This design comes from an exercise in tuning for small area, a short achievable clock period and few clock cycles per item on the open sky130 flow, not from production work.
RTL that was checked went through simulation tests only; none was proved equivalent to the original.
The clock port is modelled as an ideal driver; clocking choices that lean on that would not hold on a real chip.

==> 10-19 <==
Design pp_accumulator, start of the top module:
module pp_accumulator #(
   parameter int N = pp_pkg::N_DEF,
   parameter int K = pp_pkg::K_DEF
) (
   input  logic           clk,
   input  logic           rst,
   input  logic           in_valid,
   output logic           in_ready,
   input  logic [N*2*N-1:0] in_pp,
   output logic           out_valid,
   input  logic           out_ready,
   output logic [2*N-1:0] out_product
);
Settings: LEC_CHECK=0, CAP_MARGIN=20, CORE_MARGIN=2, CORE_UTILIZATION=60, PLACE_DENSITY=0.75, SETUP_SLACK_MARGIN=2.0, SLEW_MARGIN=20; clock period 5.0 ns.
standard.sh (not shown) runs the stock make flow with config.mk's settings and CLKGATE_MAP_FILE= SYNTH_SCRIPT=/design/flow/synth_recipe.tcl, a recipe that flattens the netlist after the stock synthesis.
==> flow/flow/run.sh <==
#!/bin/bash
# Own layout flow: the standard ORFS flow with these changes.
#  - Yosys's generic synth skips its early "abc -fast" pass (SYNTH_ARGS=-noabc) so the
#    3:2 counters of the adder tree reach extract_fa as written and map to full-adder
#    cells without polarity inverters between them. Registers are unchanged.
#  - Ports are buffered with sky130_fd_sc_hd__buf_1 instead of the default delay buffer.
#  - After clock tree synthesis, flow/skew.tcl delays the output register's clock
#    (useful skew for the register-to-register paths into it).
set -euo pipefail
here=$(pwd)
bash standard.sh SYNTH_ARGS=-noabc "BUFFER_PORTS_ARGS=-buffer_cell sky130_fd_sc_hd__buf_1" \
  "POST_CTS_TCL=$here/flow/skew.tcl" "SKEW_BUFS=sky130_fd_sc_hd__clkdlybuf4s25_1 sky130_fd_sc_hd__clkbuf_8" \
  finish > flow_make.log 2>&1
==> flow/flow/skew.tcl <==
# Sourced by ORFS's cts.tcl after clock tree synthesis (POST_CTS_TCL).
# Gives the output register (out_product) a later clock than the rest of the
# design, by SKEW_BUFS clock buffers in series in front of its clock pins on
# each clock-tree leaf net that reaches it. This only helps the paths between
# the pipeline register and the output register; the output register's paths
# to the outputs get correspondingly less slack.
set skew_cells [expr {[info exists ::env(SKEW_BUFS)] ? $::env(SKEW_BUFS) : "sky130_fd_sc_hd__clkbuf_2"}]
set groups [dict create]
foreach c [get_cells out_product*] {
  set pin [get_pins -of_objects $c -filter "lib_pin_name==CLK"]
  set net [get_nets -of_objects $pin]
  dict lappend groups [get_full_name $net] $pin
}
set k 0
dict for {n pins} $groups {
  set net [get_nets $n]
  foreach cell $skew_cells {
    set newnet "skew_net_$k"
    insert_buffer -buffer_cell $cell -net $net -load_pins $pins -buffer_name "skew_buf_$k" -net_name $newnet
    set net [get_nets $newnet]
    incr k
  }
}
puts "skew: inserted $k clock buffers on [dict size $groups] leaf nets"
detailed_placement
check_placement -verbose
estimate_parasitics -placement
report_clock_skew
report_checks -path_delay max -group_path_count 1
==> 04-24: changes against 10-19 <==
--- a/flow/design.v
+++ b/flow/design.v
@@ -903,19 +903,21 @@
    logic c865;
    logic s866;
    logic c867;
    logic s868;
    logic c869;
    logic s870;
    logic [127:0] s1_q;
-   logic [1:1] v, en;
+   logic [63:0] s2_q;
+   logic [2:1] v, en;
    logic [31:0] row_a, row_b;
    logic        adv;
    assign adv = !out_valid || out_ready;
-   assign en[1] = !v[1] || adv;
+   assign en[2] = !v[2] || adv;
+   assign en[1] = !v[1] || en[2];
    assign in_ready = en[1] && !rst;
    assign s1 = in_pp[0] ^ in_pp[32] ^ in_pp[64];
    assign c2 = (in_pp[0] & in_pp[32]) | (in_pp[0] & in_pp[64]) | (in_pp[32] & in_pp[64]);
    assign s3 = in_pp[96] ^ in_pp[128];
    assign c4 = in_pp[96] & in_pp[128];
    assign s5 = in_pp[1] ^ in_pp[33] ^ in_pp[65];
    assign c6 = (in_pp[1] & in_pp[33]) | (in_pp[1] & in_pp[65]) | (in_pp[33] & in_pp[65]);
@@ -2251,23 +2253,25 @@
    assign cpa_sum[25] = pg_p0[25] ^ pfx_g5_24;
    assign cpa_sum[26] = pg_p0[26] ^ pfx_g5_25;
    assign cpa_sum[27] = pg_p0[27] ^ pfx_g5_26;
    assign cpa_sum[28] = pg_p0[28] ^ pfx_g5_27;
    assign cpa_sum[29] = pg_p0[29] ^ pfx_g5_28;
    assign cpa_sum[30] = pg_p0[30] ^ pfx_g5_29;
    assign cpa_sum[31] = pg_p0[31] ^ pfx_g5_30;
-   assign row_a = {s870, s868, s866, s864, s862, s860, s858, s856, s854, s852, s850, s848, s846, s844, s842, s840, s838, s836, s834, s832, s830, s828, s826, s824, s822, s820, s818, s816, s814, s812, s810, s745};
-   assign row_b = {c869, c867, c865, c863, c861, c859, c857, c855, c853, c851, c849, c847, c845, c843, c841, c839, c837, c835, c833, c831, c829, c827, c825, c823, c821, c819, c817, c815, c813, c811, c809, s808};
+   assign row_a = {s2_q[62], s2_q[60], s2_q[58], s2_q[56], s2_q[54], s2_q[52], s2_q[50], s2_q[48], s2_q[46], s2_q[44], s2_q[42], s2_q[40], s2_q[38], s2_q[36], s2_q[34], s2_q[32], s2_q[30], s2_q[28], s2_q[26], s2_q[24], s2_q[22], s2_q[20], s2_q[18], s2_q[16], s2_q[14], s2_q[12], s2_q[10], s2_q[8], s2_q[6], s2_q[4], s2_q[2], s2_q[0]};
+   assign row_b = {s2_q[63], s2_q[61], s2_q[59], s2_q[57], s2_q[55], s2_q[53], s2_q[51], s2_q[49], s2_q[47], s2_q[45], s2_q[43], s2_q[41], s2_q[39], s2_q[37], s2_q[35], s2_q[33], s2_q[31], s2_q[29], s2_q[27], s2_q[25], s2_q[23], s2_q[21], s2_q[19], s2_q[17], s2_q[15], s2_q[13], s2_q[11], s2_q[9], s2_q[7], s2_q[5], s2_q[3], s2_q[1]};
    always_ff @(posedge clk or posedge rst) begin
       if (rst) begin
          v         <= '0;
          out_valid <= 1'b0;
       end else begin
          if (en[1]) v[1] <= in_valid;
-         if (adv) out_valid <= v[1];
+         if (en[2]) v[2] <= v[1];
+         if (adv) out_valid <= v[2];
       end
    end
    always_ff @(posedge clk) begin
       if (en[1]) s1_q <= {c742, c740, s744, s743, c738, c736, s741, s739, c734, c732, s737, s735, c730, c728, s733, s731, c726, c724, s729, s727, c722, c720, s725, s723, c718, c716, s721, s719, c714, c712, s717, s715, c710, c708, s713, s711, c706, c704, s709, s707, c702, c700, s705, s703, c698, c696, s701, s699, c694, c692, s697, s695, c690, c688, s693, s691, c686, c684, s689, s687, c682, c680, s685, s683, c678, c676, s681, s679, c674, c672, s677, s675, c670, c668, s673, s671, c666, c664, s669, s667, c662, c660, s665, s663, c658, c656, s661, s659, c654, c652, s657, s655, c650, c648, s653, s651, c646, c644, s649, s647, c642, c640, s645, s643, c638, c636, s641, s639, c634, c632, s637, s635, c630, c628, s633, s631, c626, c624, s629, s627, c622, s625, s623, c437, s621, s436, s434, s190};
+      if (en[2]) s2_q <= {c869, s870, c867, s868, c865, s866, c863, s864, c861, s862, c859, s860, c857, s858, c855, s856, c853, s854, c851, s852, c849, s850, c847, s848, c845, s846, c843, s844, c841, s842, c839, s840, c837, s838, c835, s836, c833, s834, c831, s832, c829, s830, c827, s828, c825, s826, c823, s824, c821, s822, c819, s820, c817, s818, c815, s816, c813, s814, c811, s812, c809, s810, s808, s745};
       if (adv) out_product <= cpa_sum;
    end
 endmodule
==> flow/flow/run.sh (replaced) <==
#!/bin/bash
# Own layout flow: the standard ORFS flow with two changes.
#  - Yosys's generic synth skips its early "abc -fast" pass (SYNTH_ARGS=-noabc) so the
#    3:2 counters of the adder tree reach extract_fa as written and map to full-adder
#    cells without polarity inverters between them. Registers are unchanged.
#  - Ports are buffered with sky130_fd_sc_hd__buf_1 instead of the default delay buffer.
set -euo pipefail
bash standard.sh SYNTH_ARGS=-noabc "BUFFER_PORTS_ARGS=-buffer_cell sky130_fd_sc_hd__buf_1" finish > flow_make.log 2>&1
- CORE_UTILIZATION: 60 -> 40
- PLACE_DENSITY: 0.75 -> not set
- SETUP_SLACK_MARGIN: 2.0 -> not set
removed: flow/flow/skew.tcl
==> 10-18: changes against 10-19 <==
--- a/flow/flow/run.sh
+++ b/flow/flow/run.sh
@@ -5,9 +5,9 @@
 #    cells without polarity inverters between them. Registers are unchanged.
 #  - Ports are buffered with sky130_fd_sc_hd__buf_1 instead of the default delay buffer.
 #  - After clock tree synthesis, flow/skew.tcl delays the output register's clock
 #    (useful skew for the register-to-register paths into it).
 set -euo pipefail
 here=$(pwd)
 bash standard.sh SYNTH_ARGS=-noabc "BUFFER_PORTS_ARGS=-buffer_cell sky130_fd_sc_hd__buf_1" \
-  "POST_CTS_TCL=$here/flow/skew.tcl" "SKEW_BUFS=sky130_fd_sc_hd__clkdlybuf4s25_1 sky130_fd_sc_hd__clkbuf_8" \
+  "POST_CTS_TCL=$here/flow/skew.tcl" "SKEW_BUFS=sky130_fd_sc_hd__clkbuf_2 sky130_fd_sc_hd__clkbuf_8" \
   finish > flow_make.log 2>&1
- CORE_UTILIZATION: 60 -> 40
- PLACE_DENSITY: 0.75 -> not set
==> run notes <==
Hold slack: 10-19 is lower than 04-24 (100 ps). Of 10-18 and 04-24, 04-24 has the higher final cell count (gap about 5%, measured against 04-24). In critical path depth, 10-18 and 10-19 do not differ. Between 10-19 and 10-18, the lower wire length is in 10-18 (gap 2.8%, measured against 10-18). Between 10-18 and 04-24, the lower sequential cell count is in 10-18 (gap 65). Against 10-19, the clock skew of 10-18 is lower by 190 ps.
Testbench counts of 04-24, summed over its fixed seeds: cycles 1,624, items 1,600.
Function not checked in 10-19 and 10-18: the RTL went through the layout flow alone.

========
==> tundra <==
pp_accumulator, a different RTL version from the one above (not shown whole).
Design pp_accumulator, start of the top module:
module pp_accumulator #(
   parameter int N = pp_pkg::N_DEF,
   parameter int K = pp_pkg::K_DEF
) (
   input  logic           clk,
   input  logic           rst,
   input  logic           in_valid,
   output logic           in_ready,
   input  logic [N*2*N-1:0] in_pp,
   output logic           out_valid,
   input  logic           out_ready,
   output logic [2*N-1:0] out_product
);
   logic s1;
   logic c2;
   logic s3;
   logic c4;
   logic s5;
   logic c6;
   logic s7;
   logic c8;
   logic s9;
   logic c10;
   logic s11;
   logic c12;
   logic s13;
   logic c14;
   logic s15;
   logic c16;
   logic s17;
   logic c18;
   logic s19;
   logic c20;
   logic s21;
   logic c22;
   logic s23;
   logic c24;
   logic s25;
   logic c26;
   logic s27;
   logic c28;
   logic s29;
   logic c30;
   logic s31;
   logic c32;
   logic s33;
   logic c34;
   logic s35;
   logic c36;
   logic s37;
   logic c38;
   logic s39;
   logic c40;
   logic s41;
   logic c42;
   logic s43;
   logic c44;
   logic s45;
   logic c46;
   logic s47;
   logic c48;
   logic s49;
   logic c50;
   logic s51;
   logic c52;
   logic s53;
   logic c54;
   logic s55;
   logic c56;
   logic s57;
   logic c58;
   logic s59;
   logic c60;
   logic s61;
   logic c62;
   logic s63;
   logic c64;
   logic s65;
   logic c66;
   logic s67;
   logic c68;
   logic s69;
   logic c70;
   logic s71;
   logic c72;
   logic s73;
   logic c74;
   logic s75;
   logic c76;
   logic s77;
   logic c78;
   logic s79;
   logic c80;
   logic s81;
   logic c82;
   logic s83;
   logic c84;
   logic s85;
   logic c86;
   logic s87;
   logic c88;
   logic s89;
   logic c90;
   logic s91;
   logic c92;
   logic s93;
   logic c94;
   logic s95;
   logic c96;
   logic s97;
   logic c98;
   logic s99;
   logic c100;
   logic s101;
  ...
export LEC_CHECK = 0
export CAP_MARGIN = 20
export CORE_MARGIN = 2
export CORE_UTILIZATION = 60
export PLACE_DENSITY = 0.75
export SLEW_MARGIN = 20
create_clock -name core_clock -period 5.0 [get_ports {clk}]
==> flow/flow/run.sh <==
#!/bin/bash
# Own layout flow: the standard ORFS flow with these changes.
#  - Yosys's generic synth skips its early "abc -fast" pass (SYNTH_ARGS=-noabc) so the
#    3:2 counters of the adder tree reach extract_fa as written and map to full-adder
#    cells without polarity inverters between them. Registers are unchanged.
#  - Ports are buffered with sky130_fd_sc_hd__buf_1 instead of the default delay buffer.
#  - After clock tree synthesis, flow/skew.tcl delays the output register's clock
#    (useful skew for the register-to-register paths into it).
set -euo pipefail
here=$(pwd)
bash standard.sh SYNTH_ARGS=-noabc "BUFFER_PORTS_ARGS=-buffer_cell sky130_fd_sc_hd__buf_1" \
  "POST_CTS_TCL=$here/flow/skew.tcl" "SKEW_BUFS=sky130_fd_sc_hd__clkdlybuf4s25_1 sky130_fd_sc_hd__clkbuf_8" \
  finish > flow_make.log 2>&1
==> flow/flow/skew.tcl <==
# Sourced by ORFS's cts.tcl after clock tree synthesis (POST_CTS_TCL).
# Gives the output register (out_product, and the skid register behind it) a later clock than the rest of the
# design, by SKEW_BUFS clock buffers in series in front of its clock pins on
# each clock-tree leaf net that reaches it. This only helps the paths between
# the pipeline register and the output register; the output register's paths
# to the outputs get correspondingly less slack.
set skew_cells [expr {[info exists ::env(SKEW_BUFS)] ? $::env(SKEW_BUFS) : "sky130_fd_sc_hd__clkbuf_2"}]
set groups [dict create]
foreach c [concat [get_cells out_product*] [get_cells -quiet skid*]] {
  set pin [get_pins -of_objects $c -filter "lib_pin_name==CLK"]
  set net [get_nets -of_objects $pin]
  dict lappend groups [get_full_name $net] $pin
}
set k 0
dict for {n pins} $groups {
  set net [get_nets $n]
  foreach cell $skew_cells {
    set newnet "skew_net_$k"
    insert_buffer -buffer_cell $cell -net $net -load_pins $pins -buffer_name "skew_buf_$k" -net_name $newnet
    set net [get_nets $newnet]
    incr k
  }
}
puts "skew: inserted $k clock buffers on [dict size $groups] leaf nets"
detailed_placement
check_placement -verbose
estimate_parasitics -placement
report_clock_skew
report_checks -path_delay max -group_path_count 1
==> raven: changes against tundra <==
--- a/flow/design.v
+++ b/flow/design.v
@@ -904,20 +904,23 @@
    logic s866;
    logic c867;
    logic s868;
    logic c869;
    logic s870;
    logic [127:0] s1_q;
    logic        v1, vs;
    logic [31:0] row_a, row_b, sum, skid;
-   logic        take, out_load;
-   assign take     = out_valid && out_ready;
+   logic        out_load;
+   logic        v1_n, vs_n, ov_n, room1, room2;
    assign out_load = !out_valid || out_ready;
-   assign in_ready = !rst && ({1'b0, out_valid} + {1'b0, vs} + {1'b0, v1} <= 2'd1 + {1'b0, take});
+   assign in_ready = !rst && (room1 || (room2 && out_ready));
+   assign v1_n = in_valid && in_ready;
+   assign ov_n = out_load ? (vs || v1) : out_valid;
+   assign vs_n = out_load ? (vs && v1) : (vs || v1);
    assign s1 = in_pp[0] ^ in_pp[32] ^ in_pp[64];
    assign c2 = (in_pp[0] & in_pp[32]) | (in_pp[0] & in_pp[64]) | (in_pp[32] & in_pp[64]);
    assign s3 = in_pp[96] ^ in_pp[128];
    assign c4 = in_pp[96] & in_pp[128];
    assign s5 = in_pp[1] ^ in_pp[33] ^ in_pp[65];
    assign c6 = (in_pp[1] & in_pp[33]) | (in_pp[1] & in_pp[65]) | (in_pp[33] & in_pp[65]);
    assign s7 = in_pp[97] ^ in_pp[129] ^ in_pp[161];
    assign c8 = (in_pp[97] & in_pp[129]) | (in_pp[97] & in_pp[161]) | (in_pp[129] & in_pp[161]);
@@ -1786,24 +1789,24 @@
    assign row_a = {s870, s868, s866, s864, s862, s860, s858, s856, s854, s852, s850, s848, s846, s844, s842, s840, s838, s836, s834, s832, s830, s828, s826, s824, s822, s820, s818, s816, s814, s812, s810, s745};
    assign row_b = {c869, c867, c865, c863, c861, c859, c857, c855, c853, c851, c849, c847, c845, c843, c841, c839, c837, c835, c833, c831, c829, c827, c825, c823, c821, c819, c817, c815, c813, c811, c809, s808};
    assign sum = row_a + row_b;
    always_ff @(posedge clk or posedge rst) begin
       if (rst) begin
          v1        <= 1'b0;
          vs        <= 1'b0;
          out_valid <= 1'b0;
+         room1     <= 1'b1;
+         room2     <= 1'b0;
       end else begin
-         v1 <= in_valid && in_ready;
-         if (out_load) begin
-            out_valid <= vs || v1;
-            vs        <= vs && v1;
-         end else begin
-            vs        <= vs || v1;
-         end
+         v1        <= v1_n;
+         vs        <= vs_n;
+         out_valid <= ov_n;
+         room1     <= ({1'b0, ov_n} + {1'b0, vs_n} + {1'b0, v1_n}) <= 2'd1;
+         room2     <= ov_n && (vs_n ^ v1_n);
       end
    end
    always_ff @(posedge clk) begin
       s1_q <= {c742, c740, s744, s743, c738, c736, s741, s739, c734, c732, s737, s735, c730, c728, s733, s731, c726, c724, s729, s727, c722, c720, s725, s723, c718, c716, s721, s719, c714, c712, s717, s715, c710, c708, s713, s711, c706, c704, s709, s707, c702, c700, s705, s703, c698, c696, s701, s699, c694, c692, s697, s695, c690, c688, s693, s691, c686, c684, s689, s687, c682, c680, s685, s683, c678, c676, s681, s679, c674, c672, s677, s675, c670, c668, s673, s671, c666, c664, s669, s667, c662, c660, s665, s663, c658, c656, s661, s659, c654, c652, s657, s655, c650, c648, s653, s651, c646, c644, s649, s647, c642, c640, s645, s643, c638, c636, s641, s639, c634, c632, s637, s635, c630, c628, s633, s631, c626, c624, s629, s627, c622, s625, s623, c437, s621, s436, s434, s190};
       if (out_load) out_product <= vs ? skid : sum;
       if (out_load || !vs) skid <= sum;
    end
 endmodule
==> flow/flow/run.sh (replaced) <==
#!/bin/bash
# Own layout flow: the standard ORFS flow with these changes.
#  - Yosys's generic synth skips its early "abc -fast" pass (SYNTH_ARGS=-noabc) so the
#    3:2 counters of the adder tree reach extract_fa as written and map to full-adder
#    cells without polarity inverters between them. Registers are unchanged.
#  - Ports are buffered with sky130_fd_sc_hd__buf_1 instead of the default delay buffer.
#  - After clock tree synthesis, flow/skew.tcl delays the clock of the last stage's
#    registers (useful skew for the register-to-register paths into them).
# Each tool's full output is in flow_make.log and in ORFS's logs under orfs/logs/.
set -euo pipefail
here=$(pwd)
bash standard.sh SYNTH_ARGS=-noabc "BUFFER_PORTS_ARGS=-buffer_cell sky130_fd_sc_hd__buf_1" \
  "POST_CTS_TCL=$here/flow/skew.tcl" "SKEW_BUFS=sky130_fd_sc_hd__clkdlybuf4s50_1 sky130_fd_sc_hd__clkdlybuf4s25_1 sky130_fd_sc_hd__clkbuf_8" "SKEW_MIN_BIT=4" \
  finish > flow_make.log 2>&1
==> flow/flow/skew.tcl (replaced) <==
# Sourced by ORFS's cts.tcl after clock tree synthesis (POST_CTS_TCL).
# Useful skew for the register-to-register paths of the last pipeline stage:
# the output register (out_product) and the skid register behind it get their
# clock later than the rest of the design, through SKEW_BUFS clock buffers in
# series in front of their clock pins on each clock-tree leaf net that reaches
# them. Bits below SKEW_MIN_BIT are left alone: their adder paths are short
# and would only need hold buffers. The output register's paths to the
# outputs get correspondingly less slack.
set skew_cells $::env(SKEW_BUFS)
set min_bit $::env(SKEW_MIN_BIT)
set groups [dict create]
foreach c [concat [get_cells out_product*] [get_cells -quiet skid*]] {
  if {![regexp {\[([0-9]+)\]} [get_full_name $c] -> bit] || $bit < $min_bit} { continue }
  set pin [get_pins -of_objects $c -filter "lib_pin_name==CLK"]
  set net [get_nets -of_objects $pin]
  dict lappend groups [get_full_name $net] $pin
}
set k 0
dict for {n pins} $groups {
  set net [get_nets $n]
  foreach cell $skew_cells {
    set newnet "skew_net_$k"
    insert_buffer -buffer_cell $cell -net $net -load_pins $pins -buffer_name "skew_buf_$k" -net_name $newnet
    set net [get_nets $newnet]
    incr k
  }
}
puts "skew: inserted $k clock buffers on [dict size $groups] leaf nets"
detailed_placement
check_placement -verbose
estimate_parasitics -placement
report_clock_skew
report_checks -path_delay max -group_path_count 1
- CORE_UTILIZATION: 60 -> 65
- CTS_BUF_LIST: unset -> sky130_fd_sc_hd__clkbuf_8
- PLACE_DENSITY: 0.75 -> 0.8
==> comparison table <==
| quantity | tundra | raven |
|---|---|---|
| Outcome | complete, no violations | complete, no violations |
| Post-synthesis xor/xnor area fraction | 0.0325 | 0.0315 |
| Cells after synthesis | 972 | 958 |
| Total met2 wirelength after detailed routing | 19500 um | 20400 um |
| Worst slew pin tran | 796 ps | 914 ps |
| Combined global-route utilization of all metal layers | 0.271 | 0.321 |
| Flip-flop and latch count | 195 | 197 |
| Fraction of registers with async set or reset after synthesis | 0.0154 | 0.0254 |
| Final Wtd Congestion | 0.902 | 0.944 |
| Final setup slack of the worst path | 1570 ps | 1870 ps |
| Share of layout cells above drive strength 1 | 0.0510 | 0.0524 |
| Initial antenna violation count | 6 | 12 |
| Worst Path Arrival | 2430 ps | 4240 ps |
| Max stage delay cell, worst path | dfrtp_1 | fa_1 |
| Data required, critical path | 4000 ps | 6110 ps |
| Multiplexer area fraction after synthesis | 0.0161 | 0.0202 |
| Post-Route M1 WL | 12500 um | 12800 um |
| Clock latency of the later-clocked register in the worst-skew pair | 850 ps | 1370 ps |
| Area used by sequential logic in the layout | 0.00456 mm2 | 0.00461 mm2 |
| Total number of cells along the worst setup path | 8 | 11 |
Testbench counts of raven, summed over its fixed seeds: cycles 1,616, items 1,600.
The RTL of tundra was laid out without a check of its function.

afterwards: timing with drivers on the ports:
No port has a modelled driver above. Below, the same layouts with a new extraction and two added sets of constraints. Step 1 (the two cells are an assumption about what drives the block):
set clk [get_ports {clk}]
set_driving_cell -lib_cell sky130_fd_sc_hd__clkbuf_16 $clk
set_driving_cell -lib_cell sky130_fd_sc_hd__buf_2 [delete_from_list [all_inputs] $clk]
Step 2, shift: input delay + t, output delay - t, t = (earliest + latest rising clock arrival at the registers) / 2. This alone moves slack from input paths to output paths. Slacks: ideal ports / drivers / drivers and shift; pairs: ideal ports / drivers.
| run | shift t [ns] | setup WS [ns] | worst hold slack (ns) | clock arrival spread, ns | slew at the worst register clock pin (ns) | worst data-port slew with drivers (ns) |
|---|---|---|---|---|---|---|
| 10-19 | 0.670 | 1.843 / 1.843 / 1.353 | 0.241 / 0.241 / 0.241 | 0.444 / 0.444 | 0.07 / 0.07 | 0.11 |
| 04-24 | 0.561 | 1.734 / 1.734 / 1.462 | 0.344 / 0.316 / 0.543 | 0.009 / 0.009 | 0.06 / 0.06 | 0.10 |
| 10-18 | 0.576 | 1.837 / 1.837 / 1.481 | 0.416 / 0.388 / 0.446 | 0.247 / 0.246 | 0.07 / 0.07 | 0.10 |
| tundra | 0.675 | 1.571 / 1.524 / 1.467 | 0.235 / 0.235 / 0.235 | 0.444 / 0.445 | 0.08 / 0.08 | 0.14 |
| raven | 0.944 | 1.872 / 1.872 / 1.205 | 0.020 / 0.020 / 0.020 | 0.937 / 0.937 | 0.10 / 0.10 | 0.15 |
In 10-19, tundra and raven the clock reaches the registers at very different times; t lies between them, and the last value is a rough guide only. The setup slack of raven, which loses most, moves by 0.000 ns with the drivers and by -0.667 ns with both steps.
